This is an optimization exercise on Yosys and OpenROAD, whose aim is small area, not a production implementation.
At most, simulation tests tie the RTL to the original design; equivalence was not proved.
Function not checked in run 7: the RTL went through the layout flow alone.
Power and IR drop assume default switching activity.

**flow/run.sh**
```bash
#!/bin/bash
# Layout flow: the standard ORFS flow (standard.sh, unchanged synthesis)
# with three changes to how the layout is made:
#  - io.tcl places every pin by hand, evenly around the die edge, with the
#    pins of each data bit next to each other (sourced at the end of
#    floorplan through IO_CONSTRAINTS; place_pins then leaves them alone);
#  - port buffers use the smallest buffer cell (buf_1);
#  - the clock tree uses clkbuf_8 leaf buffers for clusters of at most 20
#    flip-flops, clkbuf_16 above them, and no dummy loads.
# The full output of the ORFS run goes to standard.log; ORFS keeps each
# step's own log under orfs/logs.
export IO_CONSTRAINTS="$PWD/flow/io.tcl"
export BUFFER_PORTS_ARGS="-buffer_cell sky130_fd_sc_hd__buf_1"
export CTS_ARGS="-sink_clustering_enable -repair_clock_nets -dont_use_dummy_load -buf_list {sky130_fd_sc_hd__clkbuf_16} -sink_clustering_buffer sky130_fd_sc_hd__clkbuf_8 -sink_clustering_size 20 -sink_clustering_max_diameter 100"
bash standard.sh > standard.log 2>&1
```
**flow/io.tcl**
```tcl
# Place every pin by hand, spread evenly around the die edge. Each data bit's
# pins sit together (gbuff_a, rd_data, wr_data_a, gbuff_out share a register;
# gbuff_b feeds wr_data_b), so its buffers and registers stay at the edge
# next to them. Control pins sit together in the middle of the left edge, with free
# slots on both sides of the clock pin.
set block [ord::get_db_block]
set die [$block getDieArea]
set dbu [$block getDbUnitsPerMicron]
set W [expr {double([$die xMax]) / $dbu}]
set H [expr {double([$die yMax]) / $dbu}]
set avoid 10.0
# slots, counterclockwise: bottom (met2), right (met3), top (met2), left (met3)
set slots {}
for {set x [expr {0.23 + 0.46 * ceil(($avoid - 0.23) / 0.46)}]} {$x <= $W - $avoid} {set x [expr {$x + 0.46}]} {
  lappend slots [list met2 $x 0.2425 {0.14 0.485}]
}
for {set y [expr {0.34 + 0.68 * ceil(($avoid - 0.34) / 0.68)}]} {$y <= $H - $avoid} {set y [expr {$y + 0.68}]} {
  lappend slots [list met3 [expr {$W - 0.4}] $y {0.8 0.3}]
}
set top {}
for {set x [expr {0.23 + 0.46 * ceil(($avoid - 0.23) / 0.46)}]} {$x <= $W - $avoid} {set x [expr {$x + 0.46}]} {
  lappend top [list met2 $x [expr {$H - 0.2425}] {0.14 0.485}]
}
set slots [concat $slots [lreverse $top]]
set left {}
for {set y [expr {0.34 + 0.68 * ceil(($avoid - 0.34) / 0.68)}]} {$y <= $H - $avoid} {set y [expr {$y + 0.68}]} {
  lappend left [list met3 0.4 $y {0.8 0.3}]
}
set slots [concat $slots [lreverse $left]]

# pin order around the ring
set data {}
for {set i 0} {$i < 256} {incr i} {
  lappend data "gbuff_a\[$i\]" "rd_data\[$i\]" "wr_data_a\[$i\]" "gbuff_out\[$i\]" "gbuff_b\[$i\]" "wr_data_b\[$i\]"
}
set ctrl {{} {} clk {} {} rst in_valid done wr_en start rd_en out_valid busy proto_err}
foreach b {m n k} {
  for {set i 0} {$i < 5} {incr i} { lappend ctrl "$b\[$i\]" "${b}_o\[$i\]" }
}
for {set i 0} {$i < 5} {incr i} { lappend ctrl "wr_addr\[$i\]" "rd_addr\[$i\]" }
# the control pins go where the left edge's middle falls in the ring
set n [llength $slots]
set m [expr {[llength $data] + [llength $ctrl]}]
set nl [llength $left]
set mid [expr {$n - $nl / 2}]
set at [expr {int(round(double($mid) * $m / $n)) - [llength $ctrl] / 2}]
set pins [concat [lrange $data 0 [expr {$at - 1}]] $ctrl [lrange $data $at end]]
for {set j 0} {$j < $m} {incr j} {
  set s [lindex $slots [expr {int(double($j) * $n / $m)}]]
  lassign $s layer x y size
  if {[lindex $pins $j] eq ""} continue
  place_pin -pin_name [lindex $pins $j] -layer $layer -location [list $x $y] -pin_size $size -force_to_die_boundary
}
```
**standard.sh**
```bash
#!/bin/bash
# synth_recipe.tcl (not shown) runs the flow's synth.tcl, then flattens the netlist and writes it again
# the make line also repeats each setting of config.mk as NAME=value (left out here)
make -C /OpenROAD-flow-scripts/flow DESIGN_CONFIG=/design/flow/config.mk WORK_HOME=/design/flow/orfs CLKGATE_MAP_FILE= SYNTH_SCRIPT=/design/flow/synth_recipe.tcl "${@:-finish}"
```
**config.mk**
```make
export PLATFORM = sky130hd
export DESIGN_NAME = tpu_io_ctrl
export DESIGN_NICKNAME = tpu_io_ctrl
export VERILOG_FILES = /design/flow/design.v
export SDC_FILE = /design/flow/constraint.sdc
export NUM_CORES = 4
export LEC_CHECK = 0
export CAP_MARGIN = 0
export CORE_AREA = 10 10 450 450
export DIE_AREA = 0 0 460 460
export SLEW_MARGIN = 0
```
**constraint.sdc**
```tcl
create_clock -name core_clock -period 5.0 [get_ports {clk}]
set_input_delay 1.0000 -clock core_clock [delete_from_list [all_inputs] [get_ports {clk}]]
set_output_delay 1.0000 -clock core_clock [all_outputs]
set_load 0.01 [all_outputs]
```
**design.v**
```verilog
module tpu_io_ctrl #(
  parameter int WORD_SIZE = 256,
  parameter int ROWS      = 32,
  localparam int ADDR_W   = (ROWS > 1) ? $clog2(ROWS) : 1
) (
  input  logic                 clk,
  input  logic                 rst,
  input  logic                 in_valid,
  input  logic [WORD_SIZE-1:0] gbuff_a,
  input  logic [WORD_SIZE-1:0] gbuff_b,
  input  logic [4:0]           m,
  input  logic [4:0]           n,
  input  logic [4:0]           k,
  output logic                 wr_en,
  output logic [ADDR_W-1:0]    wr_addr,
  output logic [WORD_SIZE-1:0] wr_data_a,
  output logic [WORD_SIZE-1:0] wr_data_b,
  output logic                 start,
  output logic [4:0]           m_o,
  output logic [4:0]           n_o,
  output logic [4:0]           k_o,
  input  logic                 done,
  output logic                 rd_en,
  output logic [ADDR_W-1:0]    rd_addr,
  input  logic [WORD_SIZE-1:0] rd_data,
  output logic                 out_valid,
  output logic [WORD_SIZE-1:0] gbuff_out,
  output logic                 busy,
  output logic                 proto_err
);
  localparam logic [ADDR_W-1:0] LAST_ROW = ADDR_W'(ROWS - 1);
  logic                 load_q;       
  logic                 run_q;        
  logic                 rd_valid_q;   
  logic                 rd_idle_q;    
  logic                 out_idle_q;   
  logic [ADDR_W-1:0]    cnt_q;        
  logic [WORD_SIZE-1:0] shared_n_q;   
  logic read_ph;    
  logic accept;     
  logic last;       
  logic done_ok;    
  assign wr_addr = cnt_q;
  assign rd_addr = cnt_q;
  assign out_valid = ~out_idle_q;
  assign read_ph   = rd_en | out_valid;
  assign busy    = load_q | run_q | read_ph;
  assign accept  = in_valid & ~run_q & ~read_ph;
  assign last    = accept & load_q & (cnt_q == ADDR_W'(ROWS - 2));
  assign start   = run_q & (cnt_q == LAST_ROW);
  assign done_ok = done & run_q & ~start;
  assign wr_data_a = ~shared_n_q;
  assign gbuff_out = ~(shared_n_q | {WORD_SIZE{out_idle_q}});
  logic              cnt_keep;
  logic [ADDR_W:0]   cnt_cy;
  logic [ADDR_W-1:0] cnt_nxt;
  assign cnt_keep  = load_q | rd_en;
  assign cnt_cy[0] = in_valid | rd_en;
  for (genvar i = 0; i < ADDR_W; i++) begin : g_cnt
    assign cnt_nxt[i]  = cnt_keep & (cnt_q[i] ^ cnt_cy[i]);
    assign cnt_cy[i+1] = cnt_cy[i] & cnt_q[i];
  end
  always_ff @(posedge clk or posedge rst) begin
    if (rst) begin
      load_q    <= 1'b0;
      run_q     <= 1'b0;
      wr_en     <= 1'b0;
      rd_en     <= 1'b0;
      proto_err <= 1'b0;
    end else begin
      load_q    <= (load_q | accept) & ~last;
      run_q     <= last | (run_q & ~done_ok);
      wr_en     <= accept;
      rd_en     <= done_ok | (rd_en & (cnt_q != LAST_ROW));
      if ((done & ~run_q) | (in_valid & (run_q | read_ph))) proto_err <= 1'b1;
    end
  end
  always_ff @(posedge clk) begin
    shared_n_q <= ~((rd_data | {WORD_SIZE{rd_idle_q}}) & (gbuff_a | {WORD_SIZE{rd_valid_q}}));
    wr_data_b  <= gbuff_b;
    rd_valid_q <= rd_en;
    rd_idle_q  <= ~rd_en;
    out_idle_q <= ~rd_valid_q;
    cnt_q      <= cnt_nxt;
    if (!busy) begin
      m_o <= m;
      n_o <= n;
      k_o <= k;
    end
  end
endmodule
```
==> reports/qor.yml, run 1 <==
status:
  outcome: "complete, no violations"
clock_tree:
  cts_tree: "built"
  clk_transition_reported_paths_ns: 0.11
  ctsLongestPathBuffers: 3
  cts_sinks: 540
  clock_latency_ns: 0.61
  hold_buffers: 0
  cts_buffers: 30
  post_cts_buffers: 0
  h-tree-depth: 1
  cts.repair.resized: 0
  clk_root_buffer_cell: "clkbuf_16"
setup_path:
  ff2ff_setup_slack_ns: 2.76
  r2r_cells: 3
  worst_setup_path_start_kind: "flop"
  worstPathMaxFanout: 108
  slowest_delay_ns: 0.76
  path_buf_inv: 2
  r2r_end: "shared_n_q[80]$_DFF_P_"
  reg2reg_from: "rd_idle_q$_DFF_P_"
  worstPathRequired_ns: 4.00
  critical_path_class: "flop to primary output"
  crit_path_cell_trace: "buf_4 > nor2_1 > buf_1"
  worstPathArrival_ns: 2.40
  cp_top_family: "buffers and inverters"
  cp_slowest_cell: "buf_4"
  crit_path_end_kind: "primary output"
global_route:
  grt_max_degree: 132
  grt_pass1_wl_um: 82300
  antenna_found_initial: 1
  grt.overflow.total: 0
  grt.total_usage: 0.0455
  grt_pass1_vias: 15700
die:
  rows: 161
  start_util: 0.0790
  die_area_um2: 212000
  die_h_um: 460
  fp.dieW_um: 460
  ios: 0
  core_area_um2: 193000
layout:
  drive_above_1_share: 0.0139
  fin_util: 0.127
  final_nets: 3753
  multi_input_area_um2: 2750
  syn_to_final_growth_pct: 60.2
  fin_area_um2: 24400
  seqCellArea_um2: 11000
  fin_cells: 5486
  fillers: 22200
  diodes: 0
place:
  placement.io_buffers: 1585
  placed_area_um2: 23900
  dpl.hpwl_um: 46900
  gp_congestion: 0.739
  numPlacedInstances: 5456
route:
  drt_iter0_drc: 419
  route.detailed.drc: 0
  detail_route.wl_per_cell_um: 10.3
  first_pass_iters: 4
  ant_nets: 0
  vias: 14500
  wl_um: 56300
  viasPerCell: 2.65
synth:
  syn-mean-instance-area_um2: 10.6
  synth-seq-cells: 540
  netlist_instances: 1429
  synth_edf_count: 15
  synth-seq-area-share: 0.722
  synth_flop_cell: "dfxtp_1"
  yosys_warnings: 1
  synth_nets: 2220
  synth.distinct_cells: 23
  synth_area_um2: 15200
  async_reset_ff_frac: 0.00926
timing:
  drv_slew: 0
  clock_skew_ns: 0.0162
  tightestPinTransition_ns: 1.26
  finalSetupTns_ns: 0
  fin_crit_sh: 0.681
  maxClockFrequency_mhz: 294
  period_minus_slack_ns: 3.40
  setup_viol: 0
  rsz0062_at_grt: "no"
  slew_headroom: 0.160
  worst_hold_slack_ns: 0.233
  timing_hold_violations_final: 0
min_path:
  holdCritPathClass: "primary input to asynchronous set/reset pin"
power:
  p_leak_uw: 0.00887
  power_density_nw_per_um2: 524
  vdd_drop_max_mv: 0.639
run:
  drv_cap: 0
==> report_power, final <==
part	total (uW)	internal (uW)	switching [uW]
clock network	1880	596	1280
logic	4900	1650	3250
registers	5970	5360	613
==> Yosys cell counts (4+ instances only) <==
master,number,area (um2)
dfrtp_1,5,125
nor2_1,258,968
o22ai_1,256,1600
edfxtp_1,15,450
buf_4,16,120
inv_1,262,983
nor2b_1,4,25.0
dfxtp_1,520,10400
clkbuf_1,5,18.8
buf_2,70,350
ha_1,4,50.1
==> placed cells by master, fill, tap and decap left out <==
| cell | Yosys | layout |
|---|---|---|
| a21oi_1 | 2 | 2 |
| clkbuf_16 | 0 | 3 |
| dfrtp_1 | 5 | 5 |
| clkbuf_8 | 0 | 27 |
| edfxtp_1 | 15 | 15 |
| buf_12 | 0 | 2 |
| buf_1 | 0 | 1585 |
| nor2_1 | 258 | 258 |
| xnor2_1 | 1 | 1 |
| o21a_1 | 1 | 1 |
| and3_1 | 2 | 2 |
| nor2b_1 | 4 | 4 |
| nand3_1 | 1 | 1 |
| and4_1 | 1 | 1 |
| buf_4 | 16 | 5 |
| ha_1 | 4 | 4 |
| a21boi_0 | 1 | 1 |
| and4bb_1 | 1 | 1 |
| o21ai_0 | 1 | 1 |
| inv_1 | 262 | 262 |
| a221o_1 | 1 | 1 |
| or2_2 | 1 | 1 |
| o22ai_1 | 256 | 256 |
| dfxtp_4 | 0 | 3 |
| dfxtp_1 | 520 | 517 |
| nand4b_1 | 1 | 1 |
==> cell families after synthesis <==
| group | share of synthesized area |
|---|---|
| AND/OR/NAND/NOR | 0.0689 |
| buffers and inverters | 0.0968 |
| XOR/XNOR | 0.000576 |
| AO/OA/AOI/OAI | 0.108 |
| adder cells (fa/ha/maj) | 0.00329 |
| flip-flops | 0.722 |
==> per-layer routing <==
layer	up-vias	global-route usage	share of wire
met3	71	0.0216	0.12
li1	7553	-	-
met5	-	0	0
met4	0	0.0104	0.024
met1	6175	0.0407	0.32
met2	730	0.0907	0.54
==> flip-flops by register name, summed over array words and instances, names as in the netlist, 5 cells and up <==
register    cells
shared_n_q    256
wr_data_b     256
cnt_q           5
k_o             5
m_o             5
n_o             5
==> stage by stage <==
stage | total power, uW | setup slack (ns)
2_1_floorplan | 9000 | 2.62
5_1_grt | 13800 | 1.31
3_5_place_dp | 11100 | 2.22
4_1_cts | 13100 | 1.48
6_report | 12800 | 1.60
3_3_place_gp | 11000 | 2.26
==> how the worst max path moves through the flow <==
stage               cells past startpoint  slack, ns          startpoint              to
finish                                  3       1.60  out_idle_q$_DFF_P_  gbuff_out[104]
global route                            3       1.31  out_idle_q$_DFF_P_   gbuff_out[95]
CTS                                     3       1.48  out_idle_q$_DFF_P_   gbuff_out[78]
detailed placement                      3       2.22  out_idle_q$_DFF_P_   gbuff_out[78]
global placement                        3       2.26  out_idle_q$_DFF_P_  gbuff_out[105]
floorplan                               3       2.62     rd_en$_DFF_PP0_            busy
==> layout make-up <==
cell class / count / share of cell area
Clock buffer: 30 / 0.0183
Sequential cell: 540 / 0.451
Inverter: 262 / 0.0404
Multi-Input combinational cell: 536 / 0.113
Tap cell: 2526 / 0.130
Timing Repair Buffer: 1592 / 0.247
==> run 2: changes to the inputs <==
==> config.mk (replaced) <==
export PLATFORM = sky130hd
export DESIGN_NAME = tpu_io_ctrl
export DESIGN_NICKNAME = tpu_io_ctrl
export VERILOG_FILES = /design/flow/design.v
export SDC_FILE = /design/flow/constraint.sdc
export NUM_CORES = 4
export LEC_CHECK = 0
export CAP_MARGIN = 5
export CORE_AREA = 10 10 410 410
export DIE_AREA = 0 0 420 420
export SLEW_MARGIN = 5
==> run 2 against run 1 <==
Effect of this change:
- maximum frequency fell by 4.0%
- largest power group unchanged
- flip-flop and latch count is the same
- critical endpoint is now gbuff_out[115]
- critical path type unchanged
- hold slack better by 0.021 ns
==> reports/qor.yml, run 2 <==
status:
  outcome: "complete, no violations"
clock_tree:
  h-tree-depth: 1  # unchanged
  clk_root_buffer_cell: "clkbuf_16"
  cts_tree: "built"
  cts_buffers: 30  # unchanged
  post_cts_buffers: 0  # unchanged
  cts.repair.resized: 0  # unchanged
  ctsLongestPathBuffers: 3  # unchanged
  hold_buffers: 0  # unchanged
  cts_sinks: 540  # unchanged
  clock_latency_ns: 0.60  # about the same
  clk_transition_reported_paths_ns: 0.12  # about the same
setup_path:
  worstPathArrival_ns: 2.55  # +0.15 ns
  ff2ff_setup_slack_ns: 2.75  # about the same
  crit_path_cell_trace: "buf_4 > buf_4 > nor2_1 > buf_1"
  worst_setup_path_start_kind: "flop"
  reg2reg_from: "rd_idle_q$_DFF_P_"
  r2r_end: "shared_n_q[97]$_DFF_P_"
  path_buf_inv: 3  # +1
  worstPathRequired_ns: 4.00  # about the same
  slowest_delay_ns: 0.69  # -0.07 ns
  crit_top_cell: "buf_4"
  r2r_cells: 3  # unchanged
  cp_slowest_cell: "buf_4"
  cp_top_family: "buffers and inverters"
  crit_path_end_kind: "primary output"
  critical_path_class: "flop to primary output"
  worstPathMaxFanout: 87  # -19%
power:
  switchingPower_uw: 5260  # +2.1%
  power_frac_comb: 0.389  # +0.005
  swShare: 0.408  # +0.00431
  pwr-share-seq: 0.464  # -0.004
  vdd_drop_max_mv: 0.390  # -39%
  p_int_uw: 7620  # +0.26%
  p_leak_uw: 0.00889  # +0.15%
  power_density_nw_per_um2: 541  # +3.3%
  clkPwrFrac: 0.147  # about the same
timing:
  rsz0062_at_grt: "no"
  tightestPinTransition_ns: 1.24  # -0.0159 ns
  clock_skew_ns: 0.0210  # +0.00489 ns
  setup_viol: 0  # unchanged
  period_minus_slack_ns: 3.55  # +0.143 ns
  worst_slack_ns: 1.45  # -0.143 ns
  timing_hold_violations_final: 0  # unchanged
  maxClockFrequency_mhz: 282  # -4.0%
  drv_slew: 0  # unchanged
  fin_crit_sh: 0.709  # +0.0285
  slew_headroom: 0.171  # +0.0106
  worst_hold_slack_ns: 0.255  # +0.0214 ns
  finalSetupTns_ns: 0  # unchanged
die:
  die_area_um2: 176000  # -17%
  rows: 146  # -9.3%
  die_h_um: 420  # -8.7%
  core_area_um2: 159000  # -18%
  ios: 0  # unchanged
  fp.dieW_um: 420  # -8.7%
  start_util: 0.0958  # +0.0168
synth:
  synth_nets: 2220  # unchanged
  async_reset_ff_frac: 0.00926  # unchanged
  yosysMostFrequentCell: "dfxtp_1"
  yosys.area.top_type_share: 0.685  # unchanged
  synth-seq-area-share: 0.722  # unchanged
  syn-mean-instance-area_um2: 10.6  # unchanged
  synth.distinct_cells: 23  # unchanged
  netlist_top_cells_area: "dfxtp_1, o22ai_1, inv_1"
  netlist_instances: 1429  # unchanged
  synth_flop_cell: "dfxtp_1"
  synthTopCellsByCount: "dfxtp_1, inv_1, nor2_1, o22ai_1, buf_2"
  synth_edf_count: 15  # unchanged
  synth-seq-cells: 540  # unchanged
  synth_area_um2: 15200  # unchanged
  yosysTopAreaCell: "dfxtp_1"
  yosys_warnings: 1  # unchanged
layout:
  fillers: 18000  # -19%
  final_nets: 3754  # +0.027%
  drive_above_1_share: 0.0142  # +0.000333
  seqCellArea_um2: 11000  # unchanged
  final_common_cell: "buf_1"
  syn_to_final_growth_pct: 56.7
  reg_top3: "shared_n_q: 256 flops, wr_data_b: 256 flops"
  final_cell_mix: "buf_1, dfxtp_1, inv_1"
  fin_cells: 5034  # -8.2%
  multi_input_area_um2: 2750  # unchanged
place:
  placement.io_buffers: 1585  # unchanged
  gp_congestion: 0.766  # +3.7%
  post-place-ws_ns: 2.07  # -0.155 ns
  dpl.hpwl_um: 48500  # +3.5%
  numPlacedInstances: 5002  # -8.3%
global_route:
  grt_max_degree: 134  # +1.5%
  antenna_found_initial: 0  # -1
  grt.total_usage: 0.0556  # +0.0102
  grt_pass1_wl_um: 83400  # +1.3%
  grt.overflow.total: 0  # unchanged
  grt_pass1_vias: 15900  # +1.2%
route:
  route.detailed.drc: 0  # unchanged
  vias: 15000  # +3.0%
  wl_um: 58700  # +4.2%
  viasPerCell: 2.97  # +12%
  first_pass_iters: 4  # unchanged
  drt_iter0_drc: 420  # +0.24%
  ant_nets: 0  # unchanged
  detail_route.wl_per_cell_um: 11.7  # +14%
min_path:
  holdCritPathClass: "primary input to asynchronous set/reset pin"
run:
  drv_cap: 0  # unchanged
-- run 2: cell counts after synthesis --
Identical to the previous run, type by type.
-- run 2: worst reg2reg max path: stages (launching register included) --
cell and delay, ns:
dfxtp_4 0.79, buf_16 0.31, buf_4 0.67, o22ai_1 0.30
-- run 2: metrics by stage --
stage	util	total power, uW	instance area [um2]
3_3_place_gp	0.147	11100	23300
4_1_cts	0.150	13100	23800
2_1_floorplan	-	9000	15200
5_1_grt	0.150	13900	23800
3_5_place_dp	0.147	11200	23300
6_report	0.150	12900	23800
-- run 2: final cells by class --
| type | count | share of cell area |
|---|---|---|
| flip-flops and latches | 540 | 0.462 |
| repair buffers | 1593 | 0.254 |
| multi-input cells | 536 | 0.115 |
| well taps | 2072 | 0.109 |
| inverters | 262 | 0.0413 |
| clock buffers | 30 | 0.0187 |
| diodes | 1 | 0.000105 |
-- run 2: logic make-up after synthesis --
kind of cell    count (synthesis)  share of synthesized area
flops                         540                      0.722
buf+inv                       353                     0.0968
simple gates                  269                     0.0689
compound gates                262                      0.108
fa+ha+maj                       4                    0.00329
xor+xnor                        1                   0.000576
-- run 2: worst max-delay path by stage --
stage | startpoint | endpoint | slack (ns) | cells after the start
6_report | out_idle_q$_DFF_P_ | gbuff_out[115] | 1.45 | 4
5_1_grt | out_idle_q$_DFF_P_ | gbuff_out[90] | 1.14 | 4
4_1_cts | out_idle_q$_DFF_P_ | gbuff_out[81] | 1.35 | 4
3_5_place_dp | out_idle_q$_DFF_P_ | gbuff_out[81] | 2.07 | 4
3_3_place_gp | out_idle_q$_DFF_P_ | gbuff_out[114] | 2.13 | 4
2_1_floorplan | rd_en$_DFF_PP0_ | busy | 2.62 | 3
-- run 2: metal layers --
metal | wire length (um) | up-vias | GRT usage
met5 | 0 | - | 0
met4 | 1300 | 0 | 0.0124
met3 | 7320 | 76 | 0.0252
met2 | 32100 | 762 | 0.111
met1 | 17900 | 6576 | 0.0505
li1 | - | 7551 | -
-- run 2: power by group through the flow --
| stage | combinational [uW] | clock [uW] | sequential, uW |
|---|---|---|---|
| 5_1_grt | 5580 | 2160 | 6110 |
| 4_1_cts | 5030 | 2020 | 6060 |
| 2_1_floorplan | 3100 | 0 | 5900 |
| 6_report | 5010 | 1890 | 5980 |
| 3_3_place_gp | 4970 | 0 | 6120 |
| 3_5_place_dp | 5010 | 0 | 6150 |
==> run 3: changes to the inputs <==
--- a/config.mk
+++ b/config.mk
@@ -6,6 +6,6 @@
 export NUM_CORES = 4
 export LEC_CHECK = 0
 export CAP_MARGIN = 5
-export CORE_AREA = 10 10 410 410
-export DIE_AREA = 0 0 420 420
+export CORE_AREA = 10 10 490 490
+export DIE_AREA = 0 0 500 500
 export SLEW_MARGIN = 5
==> run 3 against run 2 <==
Effect of this change:
- still clean
- critical path depth is the same
- area after synthesis is the same
- sequential power barely moved
- maximum frequency is 2.7% lower
- sequential share of layout area fell by 2.2 points
- non-clock buffer count grew 1
- routed wire length decreased by 3.8%
- via count decreased by 1.5%
- total power decreased by 0.42%
- final cell count rose by 19%
- clock-buffer cell count increased by 1
- clock skew increased by 0.051 ns
- critical path type unchanged
- largest cell class unchanged
==> reports/qor.yml, run 3 <==
synth:
  netlist_instances: 1429  # unchanged
  synth_edf_count: 15  # unchanged
  yosys_warnings: 1  # unchanged
  synth.distinct_cells: 23  # unchanged
  synth_nets: 2220  # unchanged
  yosysTopAreaCell: "dfxtp_1"
  yosys.area.top_type_share: 0.685  # unchanged
  synth-seq-area-share: 0.722  # unchanged
  netlist_top_cells_area: "dfxtp_1, o22ai_1, inv_1"
  synth_area_um2: 15200  # unchanged
  yosysMostFrequentCell: "dfxtp_1"
  synthTopCellsByCount: "dfxtp_1, inv_1, nor2_1, o22ai_1, buf_2"
  synth_flop_cell: "dfxtp_1"
  synth-seq-cells: 540  # unchanged
  syn-mean-instance-area_um2: 10.6  # unchanged
  async_reset_ff_frac: 0.00926  # unchanged
die:
  ios: 0  # unchanged
  core_area_um2: 230000  # +45%
  fp.dieW_um: 500  # +19%
  die_h_um: 500  # +19%
  die_area_um2: 250000  # +42%
  rows: 176  # +21%
  start_util: 0.0662  # -0.0296
setup_path:
  path_buf_inv: 3  # unchanged
  worstPathMaxFanout: 74  # -15%
  worstPathArrival_ns: 2.65  # +0.10 ns
  crit_top_cell: "buf_4"
  ff2ff_setup_slack_ns: 2.93  # +0.18 ns
  slowest_delay_ns: 0.68  # about the same
  worstPathRequired_ns: 4.00  # about the same
  r2r_cells: 2  # -1
  critical_path_class: "flop to primary output"
  r2r_end: "shared_n_q[112]$_DFF_P_"
  cp_top_family: "buffers and inverters"
  cp_slowest_cell: "buf_4"
  crit_path_cell_trace: "buf_4 > buf_4 > nor2_1 > buf_1"
  reg2reg_from: "rd_idle_q$_DFF_P_"
  crit_path_end_kind: "primary output"
  worst_setup_path_start_kind: "flop"
run:
  drv_cap: 0  # unchanged
clock_tree:
  cts_tree: "built"
  ctsLongestPathBuffers: 3  # unchanged
  cts.repair.resized: 0  # unchanged
  h-tree-depth: 1  # unchanged
  post_cts_buffers: 0  # unchanged
  cts_sinks: 540  # unchanged
  clock_latency_ns: 0.64  # +0.04 ns
  clk_root_buffer_cell: "clkbuf_16"
  clk_transition_reported_paths_ns: 0.12  # about the same
  hold_buffers: 0  # unchanged
  cts_buffers: 31  # +3.3%
power:
  vdd_drop_max_mv: 0.389  # -0.29%
  power_density_nw_per_um2: 512  # -5.2%
  p_leak_uw: 0.00890  # about the same
status:
  outcome: "complete, no violations"
timing:
  setup_viol: 0  # unchanged
  clock_skew_ns: 0.0716  # +0.0506 ns
  period_minus_slack_ns: 3.65  # +0.0997 ns
  maxClockFrequency_mhz: 274  # -2.7%
  drv_slew: 0  # unchanged
  finalSetupTns_ns: 0  # unchanged
  fin_crit_sh: 0.729  # +0.0199
  rsz0062_at_grt: "no"
  worst_hold_slack_ns: 0.199  # -0.0556 ns
  timing_hold_violations_final: 0  # unchanged
  tightestPinTransition_ns: 1.25  # +0.00786 ns
  slew_headroom: 0.166  # -0.00524
route:
  ant_nets: 0  # unchanged
  viasPerCell: 2.46  # -17%
  first_pass_iters: 4  # unchanged
  vias: 14700  # -1.5%
  drt_iter0_drc: 499  # +19%
  wl_um: 56400  # -3.8%
  route.detailed.drc: 0  # unchanged
  detail_route.wl_per_cell_um: 9.42  # -19%
layout:
  final_cell_mix: "buf_1, dfxtp_1, inv_1"
  final_nets: 3756  # +0.053%
  final_common_cell: "buf_1"
  syn_to_final_growth_pct: 64.6
  drive_above_1_share: 0.0148  # +0.000665
  reg_top3: "shared_n_q: 256 flops, wr_data_b: 256 flops"
global_route:
  grt.overflow.total: 0  # unchanged
  antenna_found_initial: 2  # +2
  grt.total_usage: 0.0392  # -0.0165
  grt_max_degree: 128  # -4.5%
  grt_pass1_wl_um: 83900  # +0.65%
  grt_pass1_vias: 15800  # -0.17%
place:
  dpl.hpwl_um: 46500  # -4.2%
  placement.io_buffers: 1585  # unchanged
  gp_congestion: 0.702  # -8.3%
min_path:
  holdCritPathClass: "primary input to asynchronous set/reset pin"
==> run 3: cell types whose count changed in the layout (fill, tap and decap cells not counted) <==
cell,before,now
buf_12,2,3
buf_16,1,0
buf_4,5,6
clkbuf_8,27,28
==> run 3: power breakdown <==
group	internal (uW)	switching (uW)
Combinational	1660	3290
Clock	612	1320
Sequential	5360	585
==> run 3: how the worst max path moves through the flow <==
stage	to	slack [ns]	from	cells past startpoint
final	gbuff_out[105]	1.35	out_idle_q$_DFF_P_	4
after global routing	gbuff_out[141]	1.07	out_idle_q$_DFF_P_	4
after CTS	gbuff_out[118]	1.23	out_idle_q$_DFF_P_	4
after detailed placement	gbuff_out[118]	2.02	out_idle_q$_DFF_P_	4
after global placement	gbuff_out[107]	2.07	out_idle_q$_DFF_P_	4
after floorplan	busy	2.62	rd_en$_DFF_PP0_	3
==> run 3: logic make-up after synthesis <==
group | share of synthesized area
and+or+nand+nor | 0.0689
buffers and inverters | 0.0968
DFF | 0.722
xor gates and xnor gates | 0.000576
AOI/OAI and AO/OA | 0.108
adders and majority gates | 0.00329
==> run 3: final cells by class <==
class | instances | area, um2
antenna | 1 | 2.50
clock buffer | 31 | 460
fill | 26700 | 205000
inverter | 262 | 983
multi-input combinational | 536 | 2750
sequential | 540 | 11000
tap | 3026 | 3790
timing repair buffer | 1594 | 6050
==> run 3: metal layers <==
metal	vias up	routed length, um	GRT usage	share of wire
met5	-	0	0	0
met4	0	1140	0.00770	0.020
met3	53	7110	0.0223	0.13
met2	708	30500	0.0777	0.54
met1	6415	17700	0.0336	0.31
li1	7560	-	-	-
==> run 3: worst register-to-register path, delay by kind of cell, from the launching register on <==
kind,cells,cell delay (ns)
AO/OA/AOI/OAI,1,0.50
buffers and inverters,1,0.83
flip-flops,1,0.57
==> run 3: stage by stage <==
stage	instance area (um2)	worst slack, ns	utilization	instances	power, uW
final	25000	1.35	0.109	5990	12800
after global routing	25000	1.07	0.109	5990	13900
after CTS	25000	1.23	0.109	5989	13200
after detailed placement	24600	2.02	0.107	5958	11100
after global placement	24600	2.07	0.107	5958	11100
after floorplan	15200	2.62	-	1429	9000
==> run 4: changes to the inputs <==
--- a/config.mk
+++ b/config.mk
@@ -6,6 +6,6 @@
 export NUM_CORES = 4
 export LEC_CHECK = 0
 export CAP_MARGIN = 5
-export CORE_AREA = 10 10 490 490
-export DIE_AREA = 0 0 500 500
+export CORE_AREA = 10 10 430 430
+export DIE_AREA = 0 0 440 440
 export SLEW_MARGIN = 5
==> run 4 against run 3 <==
Effect of this change:
- still clean on timing, DRC and antenna
- clock-buffer cell count is the same
- synthesized cell count is the same
- global-route usage grew 1.1 points
- sequential power grew 2%
- die area shrank 23%
- routed wire length shrank 0.85%
- maximum frequency grew 5.6%
- hold slack gained 0.039 ns
- critical path depth shrank 1
- clock power is essentially flat
- flip-flop and latch count is the same
- highest routed layer unchanged
==> reports/qor.yml, run 4 <==
status:
  outcome: "complete, no violations"
setup_path:
  worst_setup_path_start_kind: "flop"
  crit_path_end_kind: "primary output"
  r2r_cells: 2  # unchanged
  worstPathArrival_ns: 2.45  # -0.20 ns
  worstPathMaxFanout: 94  # +27%
  worstPathRequired_ns: 4.00  # about the same
  critical_path_class: "flop to primary output"
layout:
  syn_to_final_growth_pct: 58.7
  final_nets: 3754  # -0.053%
  fin_cells: 5301  # -12%
  final_cell_mix: "buf_1, dfxtp_1, inv_1"
  diodes: 0  # -1
  reg_top3: "shared_n_q: 256 flops, wr_data_b: 256 flops"
  drive_above_1_share: 0.0142  # -0.000665
  final_common_cell: "buf_1"
die:
  start_util: 0.0865  # +0.0203
  core_area_um2: 176000  # -23%
  die_area_um2: 194000  # -23%
  rows: 154  # -13%
  die_h_um: 440  # -12%
  fp.dieW_um: 440  # -12%
  ios: 0  # unchanged
synth:
  synth_nets: 2220  # unchanged
  netlist_top_cells_area: "dfxtp_1, o22ai_1, inv_1"
  synth-seq-cells: 540  # unchanged
  netlist_instances: 1429  # unchanged
  syn-mean-instance-area_um2: 10.6  # unchanged
  yosys_warnings: 1  # unchanged
  async_reset_ff_frac: 0.00926  # unchanged
  synth_area_um2: 15200  # unchanged
  yosysMostFrequentCell: "dfxtp_1"
  synth.distinct_cells: 23  # unchanged
  synthTopCellsByCount: "dfxtp_1, inv_1, nor2_1, o22ai_1, buf_2"
  synth_edf_count: 15  # unchanged
  yosys.area.top_type_share: 0.685  # unchanged
  synth_flop_cell: "dfxtp_1"
  synth-seq-area-share: 0.722  # unchanged
  yosysTopAreaCell: "dfxtp_1"
global_route:
  grt_pass1_vias: 16000  # +0.68%
  grt.overflow.total: 0  # unchanged
  grt_max_degree: 132  # +3.1%
  grt_pass1_wl_um: 82700  # -1.5%
  antenna_found_initial: 0  # -2
  grt.total_usage: 0.0498  # +0.0107
clock_tree:
  h-tree-depth: 1  # unchanged
  clk_root_buffer_cell: "clkbuf_16"
  clock_latency_ns: 0.61  # -0.03 ns
  post_cts_buffers: 0  # unchanged
  ctsLongestPathBuffers: 3  # unchanged
  clk_transition_reported_paths_ns: 0.11  # about the same
  cts.repair.resized: 0  # unchanged
  cts_buffers: 31  # unchanged
  cts_sinks: 540  # unchanged
  hold_buffers: 0  # unchanged
  cts_tree: "built"
timing:
  period_minus_slack_ns: 3.45  # -0.193 ns
  clock_skew_ns: 0.0502  # -0.0214 ns
  timing_hold_violations_final: 0  # unchanged
  rsz0062_at_grt: "no"
  maxClockFrequency_mhz: 290  # +5.6%
  tightestPinTransition_ns: 1.24  # -0.00653 ns
  setup_viol: 0  # unchanged
  fin_crit_sh: 0.691  # -0.0385
  drv_slew: 0  # unchanged
  worst_hold_slack_ns: 0.238  # +0.0391 ns
  slew_headroom: 0.170  # +0.00436
  finalSetupTns_ns: 0  # unchanged
place:
  numPlacedInstances: 5270  # -12%
  gp_congestion: 0.750  # +6.7%
  dpl.hpwl_um: 46700  # +0.51%
  placement.io_buffers: 1585  # unchanged
route:
  detail_route.wl_per_cell_um: 10.6  # +12%
  wl_um: 56000  # -0.85%
  vias: 14700  # -0.41%
  viasPerCell: 2.77  # +13%
  drt_iter0_drc: 339  # -32%
  route.detailed.drc: 0  # unchanged
  first_pass_iters: 4  # unchanged
  ant_nets: 0  # unchanged
power:
  total_power_uw: 12800  # -0.46%
  p_leak_uw: 0.00888  # -0.20%
  power_density_nw_per_um2: 529  # +3.3%
  vdd_drop_max_mv: 0.413  # +6.2%
min_path:
  holdCritPathClass: "primary input to asynchronous set/reset pin"
run:
  drv_cap: 0  # unchanged
[run 4: cell counts after synthesis]
Identical to the previous run, type by type.
[run 4: worst paths after layout]
kind | slack, ns | end | startpoint
max | 1.55 | gbuff_out[78] | out_idle_q$_DFF_P_
min | 0.24 | rd_en$_DFF_PP0_ | rst
max reg2reg | 2.77 | shared_n_q[103]$_DFF_P_ | rd_valid_q$_DFF_P_
min reg2reg | 0.50 | rd_valid_q$_DFF_P_ | rd_en$_DFF_PP0_
max in group asynchronous | 4.58 | load_q$_DFF_PP0_ | rst
min in group core_clock | 0.45 | wr_data_b[194]$_DFF_P_ | gbuff_b[194]
[run 4: logic make-up after synthesis]
logic type                 count (synthesis)  synth area share
xor gates and xnor gates                   1          0.000576
adders and majority gates                  4           0.00329
AOI/OAI and AO/OA                        262             0.108
DFF                                      540             0.722
and+or+nand+nor                          269            0.0689
buffers and inverters                    353            0.0968
[run 4: critical path, stage by stage, from the launching register on]
cell and delay (ns):
dfxtp_4 0.63, buf_4 0.73, nor2_1 0.13, buf_1 0.17
[run 4: cell type report]
cell class	count	area [um2]
Tap cell	2340	2930
Clock buffer	31	460
Multi-Input combinational cell	536	2750
Timing Repair Buffer	1592	6010
Inverter	262	983
Fill cell	20100	152000
Sequential cell	540	11000
[run 4: stage by stage]
stage / util / setup WS (ns) / cell area, um2
after CTS: 0.137 / 1.42 / 24100
after floorplan: - / 2.62 / 15200
after detailed placement: 0.135 / 2.17 / 23700
final: 0.137 / 1.55 / 24100
after global routing: 0.137 / 1.23 / 24100
after global placement: 0.135 / 2.23 / 23700
[run 4: layer usage]
metal / vias to the layer above / GRT usage / wire (um) / share of wire
met4: 0 / 0.0116 / 1350 / 0.024
met3: 74 / 0.0241 / 7100 / 0.13
met1: 6311 / 0.0461 / 17500 / 0.31
met2: 736 / 0.0968 / 30000 / 0.54
li1: 7554 / - / - / -
met5: - / 0 / 0 / 0
[run 4: power by group]
| group | switching [uW] | internal, uW | leakage [uW] | total (uW) |
|---|---|---|---|---|
| sequential | 681 | 5360 | 0.00458 | 6040 |
| clock | 1280 | 613 | 0.000238 | 1900 |
| combinational | 3190 | 1640 | 0.00406 | 4830 |
| total | 5160 | 7610 | 0.00888 | 12800 |
==> run 5: changes to the inputs <==
--- a/flow/io.tcl
+++ b/flow/io.tcl
@@ -31,7 +31,10 @@
 # pin order around the ring
 set data {}
 for {set i 0} {$i < 256} {incr i} {
-  lappend data "gbuff_a\[$i\]" "rd_data\[$i\]" "wr_data_a\[$i\]" "gbuff_out\[$i\]" "gbuff_b\[$i\]" "wr_data_b\[$i\]"
+  lappend data "gbuff_a\[$i\]" "rd_data\[$i\]" "wr_data_a\[$i\]" "gbuff_out\[$i\]"
+}
+for {set i 0} {$i < 256} {incr i} {
+  lappend data "gbuff_b\[$i\]" "wr_data_b\[$i\]"
 }
 set ctrl {{} {} clk {} {} rst in_valid done wr_en start rd_en out_valid busy proto_err}
 foreach b {m n k} {
==> config.mk (replaced) <==
export PLATFORM = sky130hd
export DESIGN_NAME = tpu_io_ctrl
export DESIGN_NICKNAME = tpu_io_ctrl
export VERILOG_FILES = /design/flow/design.v
export SDC_FILE = /design/flow/constraint.sdc
export NUM_CORES = 4
export LEC_CHECK = 0
export CAP_MARGIN = 20
export CORE_AREA = 10 10 450 450
export DIE_AREA = 0 0 460 460
export SLEW_MARGIN = 20
==> run 5 against run 4 <==
Effect of this change:
- sequential share of layout area down 0.55 points
- hold slack improved by 0.020 ns
- clock skew up 0.020 ns
- total power grew 0.63%
- synthesized cell count is the same
- utilization shrank 1.0 points
- non-clock buffer count decreased by 1
- highest routed layer is now met5
- worst setup slack better by 0.21 ns
- first-iteration DRC count is 32% higher
- via count is 0.19% lower
==> reports/qor.yml, run 5 <==
power:
  power_density_nw_per_um2: 526  # -0.59%
  p_leak_uw: 0.00891  # +0.33%
  vdd_drop_max_mv: 0.294  # -29%
setup_path:
  crit_path_end_kind: "primary output"
  critPathLaunch: "rd_en$_DFF_PP0_"
  worst_setup_path_start_kind: "flop"
  r2r_end: "shared_n_q[250]$_DFF_P_"
  worstPathArrival_ns: 2.25  # -0.20 ns
  ff2ff_setup_slack_ns: 2.77  # about the same
  r2r_cells: 2  # unchanged
  critical_path_class: "flop to primary output"
  worstPathMaxFanout: 16  # -83%
  critPathCapture: "busy"
  reg2reg_from: "rd_idle_q$_DFF_P_"
  cp_slowest_cell: "and3_1"
  crit_path_cell_trace: "nor2_1 > and3_1 > inv_1 > buf_1"
  worstPathRequired_ns: 4.00  # about the same
  slowest_delay_ns: 0.63  # -0.10 ns
layout:
  reg_top3: "shared_n_q: 256 flops, wr_data_b: 256 flops"
  drive_above_1_share: 0.0148  # +0.000665
  diodes: 0  # unchanged
  fin_util: 0.127  # -0.0105
  fin_cells: 5489  # +3.5%
  final_cell_mix: "buf_1, dfxtp_1, inv_1"
  final_nets: 3756  # +0.053%
  fillers: 22100  # +10%
  syn_to_final_growth_pct: 60.6
  final_common_cell: "buf_1"
timing:
  clock_skew_ns: 0.0707  # +0.0205 ns
  fin_crit_sh: 0.650  # -0.0411
  tightestPinTransition_ns: 1.47  # +0.223 ns
  maxClockFrequency_mhz: 308  # +6.3%
  drv_slew: 0  # unchanged
  finalSetupTns_ns: 0  # unchanged
  period_minus_slack_ns: 3.25  # -0.205 ns
  worst_slack_ns: 1.75  # +0.205 ns
  timing_hold_violations_final: 0  # unchanged
  slew_headroom: 0.0213  # -0.149
  setup_viol: 0  # unchanged
  rsz0062_at_grt: "no"
die:
  die_h_um: 460  # +4.5%
  start_util: 0.0790  # -0.00757
  rows: 161  # +4.5%
  die_area_um2: 212000  # +9.3%
  core_area_um2: 193000  # +9.6%
  ios: 0  # unchanged
  fp.dieW_um: 460  # +4.5%
route:
  first_pass_iters: 4  # unchanged
  route.detailed.drc: 0  # unchanged
  wl_um: 55300  # -1.3%
  drt_iter0_drc: 446  # +32%
  detail_route.wl_per_cell_um: 10.1  # -4.6%
  viasPerCell: 2.67  # -3.6%
  vias: 14600  # -0.19%
  ant_nets: 0  # unchanged
synth:
  synth_nets: 2220  # unchanged
  yosysTopAreaCell: "dfxtp_1"
  yosys.area.top_type_share: 0.685  # unchanged
  netlist_top_cells_area: "dfxtp_1, o22ai_1, inv_1"
  yosys_warnings: 1  # unchanged
  syn-mean-instance-area_um2: 10.6  # unchanged
  yosysMostFrequentCell: "dfxtp_1"
  async_reset_ff_frac: 0.00926  # unchanged
  synth-seq-area-share: 0.722  # unchanged
  synth.distinct_cells: 23  # unchanged
  netlist_instances: 1429  # unchanged
  synthTopCellsByCount: "dfxtp_1, inv_1, nor2_1, o22ai_1, buf_2"
  synth-seq-cells: 540  # unchanged
  synth_area_um2: 15200  # unchanged
  synth_edf_count: 15  # unchanged
  synth_flop_cell: "dfxtp_1"
clock_tree:
  post_cts_buffers: 0  # unchanged
  hold_buffers: 0  # unchanged
  cts_sinks: 540  # unchanged
  h-tree-depth: 2  # +1
  ctsLongestPathBuffers: 3  # unchanged
  clock_latency_ns: 0.59  # -0.02 ns
  cts.repair.resized: 0  # unchanged
  clk_transition_reported_paths_ns: 0.11  # about the same
  cts_buffers: 34  # +9.7%
  clk_root_buffer_cell: "clkbuf_16"
  cts_tree: "built"
status:
  outcome: "complete, no violations"
global_route:
  grt_pass1_wl_um: 80500  # -2.6%
  grt_max_degree: 205  # +55%
  grt.overflow.total: 0  # unchanged
  grt.total_usage: 0.0453  # -0.00454
  grt_pass1_vias: 15900  # -0.55%
  antenna_found_initial: 1  # +1
place:
  placement.io_buffers: 1585  # unchanged
  dpl.hpwl_um: 45700  # -2.1%
  numPlacedInstances: 5455  # +3.5%
  gp_congestion: 0.751  # +0.16%
  post-place-ws_ns: 2.11  # -0.0644 ns
run:
  drv_cap: 0  # unchanged
min_path:
  holdCritPathClass: "primary input to asynchronous set/reset pin"
## run 5: cell counts after synthesis
Identical to the previous run, type by type.
## run 5: per-stage QoR
stage | hold slack (ns) | total power (uW) | area, um2
after floorplan | 0.486 | 9000 | 15200
after global placement | 0.452 | 11000 | 23900
after detailed placement | 0.476 | 11100 | 23900
after CTS | 0.166 | 13200 | 24400
after global routing | 0.190 | 13900 | 24400
final | 0.259 | 12800 | 24400
## run 5: area by class of cell
type | instances | area [um2] | share of cell area
Multi-Input combinational cell | 536 | 2750 | 0.112
Timing Repair Buffer | 1591 | 6010 | 0.246
Tap cell | 2526 | 3160 | 0.129
Sequential cell | 540 | 11000 | 0.450
Inverter | 262 | 983 | 0.0403
Clock buffer | 34 | 524 | 0.0215
## run 5: cells by family after synthesis
| group | share of synthesized area |
|---|---|
| xor gates and xnor gates | 0.000576 |
| AOI/OAI and AO/OA | 0.108 |
| and+or+nand+nor | 0.0689 |
| adders and majority gates | 0.00329 |
| buffers and inverters | 0.0968 |
| DFF | 0.722 |
## run 5: metal layers
layer  track usage  share of wire  vias to the layer above
met3        0.0251           0.14                       61
met5             0        0.00024                        -
met2        0.0883           0.54                      719
met4        0.0160          0.025                        2
li1              -              -                     7558
met1        0.0377           0.30                     6307
## run 5: worst min-delay path by stage
stage / start / to / slack [ns] / depth (start not counted)
after floorplan: load_q$_DFF_PP0_ / load_q$_DFF_PP0_ / 0.49 / 1
after global placement: rd_en$_DFF_PP0_ / rd_valid_q$_DFF_P_ / 0.45 / 0
after detailed placement: rd_en$_DFF_PP0_ / rd_valid_q$_DFF_P_ / 0.48 / 0
after CTS: rst / proto_err$_DFFE_PP0P_ / 0.17 / 2
after global routing: rst / proto_err$_DFFE_PP0P_ / 0.19 / 2
final: rst / proto_err$_DFFE_PP0P_ / 0.26 / 2
## run 5: where the power goes
part	total, uW	internal, uW	switching [uW]
Sequential	6030	5360	671
Combinational	4820	1630	3190
Clock	1990	708	1290
Total	12800	7700	5140
## run 5: critical path, delay by kind of cell, from the launching register on
family        cells  cell delay [ns]
buf+inv           2             0.23
simple gates      2             0.98
flops             1             0.45
==> run 6: changes to the inputs <==
--- a/flow/io.tcl
+++ b/flow/io.tcl
@@ -31,10 +31,7 @@
 # pin order around the ring
 set data {}
 for {set i 0} {$i < 256} {incr i} {
-  lappend data "gbuff_a\[$i\]" "rd_data\[$i\]" "wr_data_a\[$i\]" "gbuff_out\[$i\]"
-}
-for {set i 0} {$i < 256} {incr i} {
-  lappend data "gbuff_b\[$i\]" "wr_data_b\[$i\]"
+  lappend data "gbuff_a\[$i\]" "rd_data\[$i\]" "wr_data_a\[$i\]" "gbuff_out\[$i\]" "gbuff_b\[$i\]" "wr_data_b\[$i\]"
 }
 set ctrl {{} {} clk {} {} rst in_valid done wr_en start rd_en out_valid busy proto_err}
 foreach b {m n k} {
==> run 6 against run 5 <==
Effect of this change:
- largest power group unchanged
- utilization about the same
- register-to-register slack got worse by 0.02 ns
- via count is 0.74% lower
- clock power down 6%
- global-route usage hardly changed
- largest cell class unchanged
- clock-buffer cell count decreased by 4
- hold slack lost 0.027 ns
- sequential share of layout area is 0.11 points higher
==> reports/qor.yml, run 6 <==
global_route:
  grt_pass1_wl_um: 82300  # +2.2%
  grt_busiest_layer: "met2"
  use_met2: 0.0907  # +0.00236
  grt_max_degree: 132  # -36%
  grt.overflow.total: 0  # unchanged
  grt_pass1_vias: 15700  # -1.1%
  grt_use_met3: 0.0216  # -0.00356
  antenna_found_initial: 1  # unchanged
  met1_usage: 0.0407  # +0.00305
  grt.total_usage: 0.0455  # +0.000231
synth:
  syn-mean-instance-area_um2: 10.6  # unchanged
  yosysMostFrequentCell: "dfxtp_1"
  synth_edf_count: 15  # unchanged
  synth_flop_cell: "dfxtp_1"
  synth-simple-area-share: 0.0689  # unchanged
  synth-seq-cells: 540  # unchanged
  synth-seq-area-share: 0.722  # unchanged
  synth_compound_area_frac: 0.108  # unchanged
  synth_nets: 2220  # unchanged
  netlist_instances: 1429  # unchanged
  async_reset_ff_frac: 0.00926  # unchanged
  synth.distinct_cells: 23  # unchanged
  synth_top_family_by_area: "compound AO/OA/AOI/OAI gates"
  synth_adder_area_share: 0.00329  # unchanged
  synth_area_um2: 15200  # unchanged
  synthTopCellsByCount: "dfxtp_1, inv_1, nor2_1, o22ai_1, buf_2"
  synthXorXnorAreaFrac: 0.000576  # unchanged
  netlist_top_cells_area: "dfxtp_1, o22ai_1, inv_1"
  muxShareOfSynthArea: 0  # unchanged
  yosysTopAreaCell: "dfxtp_1"
  yosys.area.top_type_share: 0.685  # unchanged
  yosys_warnings: 1  # unchanged
power:
  power_density_nw_per_um2: 524  # -0.42%
  p_leak_uw: 0.00888  # -0.34%
  vdd_drop_max_mv: 0.630  # +110%
layout:
  final_common_cell: "buf_1"
  fin_cells: 5486  # -0.055%
  final_cell_mix: "buf_1, dfxtp_1, inv_1"
  final_nets: 3753  # -0.080%
  reg_top3: "shared_n_q: 256 flops, wr_data_b: 256 flops"
  fillers: 22200  # +0.23%
  diodes: 0  # unchanged
  syn_to_final_growth_pct: 60.3
  drive_above_1_share: 0.0139  # -0.000998
route:
  ant_nets: 0  # unchanged
  route.detailed.drc: 0  # unchanged
  detail_route.wl_per_cell_um: 10.3  # +2.0%
  drt_iter0_drc: 394  # -12%
  vias: 14500  # -0.74%
  viasPerCell: 2.65  # -0.68%
  wl_um: 56400  # +2.0%
  first_pass_iters: 4  # unchanged
die:
  die_h_um: 460  # unchanged
  core_area_um2: 193000  # unchanged
  ios: 0  # unchanged
  rows: 161  # unchanged
  start_util: 0.0790  # unchanged
  die_area_um2: 212000  # unchanged
  fp.dieW_um: 460  # unchanged
timing:
  slew_headroom: 0.237  # +0.216
  finalSetupTns_ns: 0  # unchanged
  fin_crit_sh: 0.659  # +0.00900
  timing_hold_violations_final: 0  # unchanged
  drv_slew: 0  # unchanged
  clock_skew_ns: 0.0176  # -0.0531 ns
  maxClockFrequency_mhz: 304  # -1.4%
  tightestPinTransition_ns: 1.14  # -0.324 ns
  rsz0062_at_grt: "no"
  setup_viol: 0  # unchanged
  period_minus_slack_ns: 3.29  # +0.0450 ns
clock_tree:
  clk_transition_reported_paths_ns: 0.11  # about the same
  ctsLongestPathBuffers: 3  # unchanged
  cts.repair.resized: 0  # unchanged
  cts_sinks: 540  # unchanged
  cts_buffers: 30  # -12%
  hold_buffers: 0  # unchanged
  h-tree-depth: 1  # -1
  clock_latency_ns: 0.61  # +0.02 ns
  cts_tree: "built"
  post_cts_buffers: 0  # unchanged
  clk_root_buffer_cell: "clkbuf_16"
setup_path:
  worstPathArrival_ns: 2.29  # +0.04 ns
  worst_setup_path_start_kind: "flop"
  worstPathRequired_ns: 4.00  # about the same
  worstPathMaxFanout: 16  # unchanged
  critical_path_class: "flop to primary output"
  crit_path_end_kind: "primary output"
status:
  outcome: "complete, no violations"
place:
  dpl.hpwl_um: 46900  # +2.5%
  numPlacedInstances: 5456  # +0.018%
  gp_congestion: 0.739  # -1.6%
  placement.io_buffers: 1585  # unchanged
min_path:
  holdCritPathClass: "primary input to asynchronous set/reset pin"
run:
  drv_cap: 0  # unchanged
run 6: cell counts after synthesis:
No cell type changed its count.
run 6: metal layers:
metal / routed length [um] / share of wire / up-vias
met2: 30500 / 0.54 / 724
met5: 0 / 0 / -
met3: 6600 / 0.12 / 72
met1: 18000 / 0.32 / 6191
li1: - / - / 7552
met4: 1330 / 0.024 / 0
run 6: final cells by class:
cell class	instances	area (um2)	area share
Sequential cell	540	11000	0.451
Clock buffer	30	447	0.0183
Multi-Input combinational cell	536	2750	0.113
Timing Repair Buffer	1592	6030	0.248
Inverter	262	983	0.0404
Tap cell	2526	3160	0.130
run 6: worst max-delay path, cell delays in order (launching register included):
cell and delay, ns:
dfrtp_1 0.46, nor2_1 0.34, and3_1 0.64, inv_1 0.09, buf_1 0.15
run 6: metrics by stage:
step | area, um2 | hold slack (ns) | worst slack (ns) | util | power, uW
6_report | 24400 | 0.231 | 1.71 | 0.127 | 12800
2_1_floorplan | 15200 | 0.486 | 2.62 | - | 9000
4_1_cts | 24400 | 0.147 | 1.48 | 0.127 | 13100
3_5_place_dp | 23900 | 0.475 | 2.22 | 0.124 | 11100
3_3_place_gp | 23900 | 0.458 | 2.26 | 0.124 | 11000
5_1_grt | 24400 | 0.163 | 1.44 | 0.127 | 13800
run 6: path summary, 6_finish.rpt:
check                                 startpoint                endpoint  slack (ns)  cells past startpoint
max                              rd_en$_DFF_PP0_                    busy        1.71                      4
max in group asynchronous                    rst         wr_en$_DFF_PP0_        4.61                      2
min reg2reg                proto_err$_DFFE_PP0P_   proto_err$_DFFE_PP0P_        0.50                      1
max reg2reg                    rd_idle_q$_DFF_P_  shared_n_q[80]$_DFF_P_        2.75                      3
min                                          rst   proto_err$_DFFE_PP0P_        0.23                      2
min in group core_clock             gbuff_b[197]  wr_data_b[197]$_DFF_P_        0.45                      1
run 6: logic make-up (layout without fill, tap and decap cells):
family                     count (synthesis)  after routing
DFF                                      540            540
and+or+nand+nor                          269            269
buffers and inverters                    353           1884
xor gates and xnor gates                   1              1
AOI/OAI and AO/OA                        262            262
adders and majority gates                  4              4
run 6: power by group:
part           leakage [uW]  switching, uW  internal, uW
sequential          0.00458            615          5360
clock              0.000231           1290           596
combinational       0.00407           3260          1650
total               0.00888           5160          7610
==> run 7: changes to the inputs <==
--- a/design.v
+++ b/design.v
@@ -32,7 +32,7 @@
   logic                 load_q;       
   logic                 run_q;        
   logic                 rd_valid_q;   
-  logic                 rd_idle_q;    
+  logic                 rd_idle;      
   logic                 out_idle_q;   
   logic [ADDR_W-1:0]    cnt_q;        
   logic [WORD_SIZE-1:0] shared_n_q;   
@@ -43,6 +43,7 @@
   assign wr_addr = cnt_q;
   assign rd_addr = cnt_q;
   assign out_valid = ~out_idle_q;
+  assign rd_idle   = ~(rd_en | rd_valid_q);
   assign read_ph   = rd_en | out_valid;
   assign busy    = load_q | run_q | read_ph;
   assign accept  = in_valid & ~run_q & ~read_ph;
@@ -76,10 +77,9 @@
     end
   end
   always_ff @(posedge clk) begin
-    shared_n_q <= ~((rd_data | {WORD_SIZE{rd_idle_q}}) & (gbuff_a | {WORD_SIZE{rd_valid_q}}));
+    shared_n_q <= ~((rd_data | {WORD_SIZE{rd_idle}}) & (gbuff_a | {WORD_SIZE{rd_valid_q}}));
     wr_data_b  <= gbuff_b;
     rd_valid_q <= rd_en;
-    rd_idle_q  <= ~rd_en;
     out_idle_q <= ~rd_valid_q;
     cnt_q      <= cnt_nxt;
     if (!busy) begin
==> run 7 against run 6 <==
Effect of this change:
- non-clock buffer count up 3
- largest cell class unchanged
- area after synthesis down 0.49%
- flip-flop and latch count decreased by 1
- critical endpoint is now gbuff_out[100]
- global-route usage hardly changed
- first-iteration DRC count increased by 9.6%
- sequential share of layout area is 0.21 points lower
- routed wire length hardly changed
- cell area rose by 0.25%
- utilization hardly changed
- total power increased by 1.6%
- clock skew up 0.046 ns
- critical path type unchanged
==> reports/qor.yml, run 7 <==
setup_path:
  worst_setup_path_start_kind: "flop"
  cp_num_cells: 3  # -1
  path_buf_inv: 2  # unchanged
  r2r_cells: 4  # +1
  cp_slowest_cell: "buf_6"
  cp_top_family: "buffers and inverters"
  crit_path_cell_trace: "buf_6 > nor2_1 > buf_1"
  critical_path_class: "flop to primary output"
  worstPathArrival_ns: 2.13  # -0.16 ns
  worstPathRequired_ns: 4.00  # about the same
  ff2ff_setup_slack_ns: 2.69  # -0.06 ns
  slowest_delay_ns: 0.52  # -0.12 ns
  crit_path_end_kind: "primary output"
  worstPathMaxFanout: 111  # +95
clock_tree:
  clock_latency_ns: 0.61  # about the same
  ctsLongestPathBuffers: 3  # unchanged
  post_cts_buffers: 0  # unchanged
  clk_transition_reported_paths_ns: 0.11  # about the same
  cts_sinks: 539  # -0.19%
  cts_buffers: 31  # +3.3%
  clk_root_buffer_cell: "clkbuf_16"
  cts_tree: "built"
  cts.repair.resized: 0  # unchanged
  h-tree-depth: 1  # unchanged
  hold_buffers: 0  # unchanged
min_path:
  holdCritPathClass: "primary input to asynchronous set/reset pin"
layout:
  final_common_cell: "buf_1"
  multi_input_area_um2: 2770  # +0.68%
  final_cell_mix: "buf_1, dfxtp_1, inv_1"
  seqCellArea_um2: 11000  # -0.22%
  reg_top3: "shared_n_q: 256 flops, wr_data_b: 256 flops"
  fin_area_um2: 24400  # +0.25%
  syn_to_final_growth_pct: 61.4
  drive_above_1_share: 0.0162  # +0.00235
  diodes: 0  # unchanged
  fillers: 22100  # -0.21%
  final_nets: 3756  # +0.080%
power:
  power_density_nw_per_um2: 531  # +1.3%
  p_leak_uw: 0.00906  # +2.1%
  vdd_drop_max_mv: 0.564  # -11%
timing:
  period_minus_slack_ns: 3.13  # -0.162 ns
  rsz0062_at_grt: "no"
  maxClockFrequency_mhz: 319  # +5.2%
  setup_viol: 0  # unchanged
  slew_headroom: 0.386  # +0.148
  finalSetupTns_ns: 0  # unchanged
  timing_hold_violations_final: 0  # unchanged
  fin_crit_sh: 0.626  # -0.0325
  tightestPinTransition_ns: 0.922  # -0.223 ns
  drv_slew: 0  # unchanged
  clock_skew_ns: 0.0641  # +0.0465 ns
route:
  drt_iter0_drc: 432  # +9.6%
  first_pass_iters: 5  # +1
  vias: 14500  # +0.062%
  viasPerCell: 2.65  # about the same
  route.detailed.drc: 0  # unchanged
  ant_nets: 0  # unchanged
  detail_route.wl_per_cell_um: 10.3  # about the same
  wl_um: 56300  # about the same
synth:
  syn-mean-instance-area_um2: 10.6  # -0.42%
  synth-seq-cells: 539  # -0.19%
  yosysMostFrequentCell: "dfxtp_1"
  yosys.area.top_type_share: 0.687  # +0.00202
  netlist_top_cells_area: "dfxtp_1, o22ai_1, nor2_1"
  synth_nets: 2219  # -0.045%
  synthTopCellsByCount: "dfxtp_1, nor2_1, inv_1, o22ai_1, buf_2"
  yosysTopAreaCell: "dfxtp_1"
  synth_area_um2: 15100  # -0.49%
  synth.distinct_cells: 26  # +13%
  synth-seq-area-share: 0.725  # +0.00220
  synth_edf_count: 15  # unchanged
  netlist_instances: 1428  # -0.070%
  yosys_warnings: 1  # unchanged
  async_reset_ff_frac: 0.00928  # +0.0000172
  synth_flop_cell: "dfxtp_1"
die:
  fp.dieW_um: 460  # unchanged
  rows: 161  # unchanged
  die_area_um2: 212000  # unchanged
  start_util: 0.0786  # -0.000383
  die_h_um: 460  # unchanged
  ios: 0  # unchanged
  core_area_um2: 193000  # unchanged
global_route:
  grt_pass1_wl_um: 81600  # -0.83%
  grt.total_usage: 0.0452  # -0.000287
  grt_max_degree: 134  # +1.5%
  antenna_found_initial: 0  # -1
  grt.overflow.total: 0  # unchanged
  grt_pass1_vias: 15600  # -0.64%
status:
  outcome: "complete, no violations"
place:
  dpl.hpwl_um: 46800  # -0.13%
  gp_congestion: 0.741  # +0.34%
  placed_area_um2: 23900  # about the same
  placement.io_buffers: 1585  # unchanged
run:
  drv_cap: 0  # unchanged
==> run 7: worst paths after layout <==
| path | start | endpoint |
|---|---|---|
| min in group core_clock | gbuff_b[193] | wr_data_b[193]$_DFF_P_ |
| setup / recovery | out_idle_q$_DFF_P_ | gbuff_out[100] |
| setup reg to reg | rd_en$_DFF_PP0_ | shared_n_q[81]$_DFF_P_ |
| max in group asynchronous | rst | rd_en$_DFF_PP0_ |
| hold reg to reg | proto_err$_DFFE_PP0P_ | proto_err$_DFFE_PP0P_ |
| hold / removal | rst | proto_err$_DFFE_PP0P_ |
==> run 7: cell type report <==
type,instances,area share
multi-input combinational,538,0.113
inverter,260,0.0399
tap,2526,0.129
sequential,539,0.449
clock buffer,31,0.0188
timing repair buffer,1595,0.249
==> run 7: cell families (layout without fill, tap and decap cells) <==
family	count (synthesis)	after routing	share of synthesized area
compound gates	262	262	0.108
xor+xnor	1	1	0.000579
fa+ha+maj	4	4	0.00331
buf+inv	351	1886	0.0932
flops	539	539	0.725
simple gates	271	271	0.0698
==> run 7: routing by layer <==
layer,GRT usage,share of wire
met1,0.0405,0.31
met2,0.0901,0.54
met3,0.0219,0.12
met4,0.00960,0.021
met5,0,0
==> run 7: power breakdown <==
group / switching [uW] / leakage, uW / internal [uW]
Sequential: 605 / 0.00457 / 5380
Combinational: 3350 / 0.00425 / 1740
Clock: 1280 / 0.000238 / 613
Total: 5230 / 0.00906 / 7730
==> run 7: worst register-to-register path, delay by kind of cell, from the launching register on <==
| kind | cells | cell delay, ns |
|---|---|---|
| AO/OA/AOI/OAI | 1 | 0.35 |
| buffers and inverters | 2 | 1.16 |
| flip-flops | 1 | 0.48 |
| AND/OR/NAND/NOR | 1 | 0.16 |
==> run 7: stage by stage <==
step / hold slack, ns / utilization / worst slack [ns] / instances / total power (uW)
2_1_floorplan: 0.504 / - / 2.73 / 1428 / 9100
6_report: 0.229 / 0.127 / 1.87 / 5489 / 13000
3_3_place_gp: 0.480 / 0.124 / 2.32 / 5456 / 11200
5_1_grt: 0.167 / 0.127 / 1.62 / 5489 / 14000
4_1_cts: 0.130 / 0.127 / 1.51 / 5487 / 13200
3_5_place_dp: 0.482 / 0.124 / 2.27 / 5456 / 11300

## static timing again, ports no longer ideal
No port has a modelled driver above. Below, the same layouts with a new extraction and two added sets of constraints. Step 1 (the two cells are an assumption about what drives the block):
set clk [get_ports {clk}]
set_driving_cell -lib_cell sky130_fd_sc_hd__clkbuf_16 $clk
set_driving_cell -lib_cell sky130_fd_sc_hd__buf_2 [delete_from_list [all_inputs] $clk]
Step 2 adds t to the input delays and takes it off the output delays; t is the mean of the earliest and latest rising clock arrival at the registers after step 1. Input paths then give back, and output paths get back, about the clock's delay inside the block. Three values: ideal, step 1, step 2; two values: the first two.
| run | shift t [ns] | slack for setup (ns) | worst setup path after step 2 | worst register clock-pin slew, ns |
|---|---|---|---|---|
| run 1 | 0.668 | 1.596 / 1.539 / 2.207 | register to output | 0.12 / 0.12 |
| run 2 | 0.654 | 1.453 / 1.399 / 2.053 | register to output | 0.12 / 0.12 |
| run 3 | 0.664 | 1.353 / 1.293 / 1.957 | register to output | 0.12 / 0.12 |
| run 4 | 0.649 | 1.546 / 1.491 / 2.141 | register to output | 0.12 / 0.12 |
| run 5 | 0.625 | 1.751 / 1.696 / 2.321 | register to output | 0.12 / 0.12 |
| run 6 | 0.667 | 1.706 / 1.650 / 2.317 | register to output | 0.12 / 0.12 |
| run 7 | 0.643 | 1.869 / 1.813 / 2.456 | register to output | 0.12 / 0.12 |
After both steps every run listed still meets setup and hold.
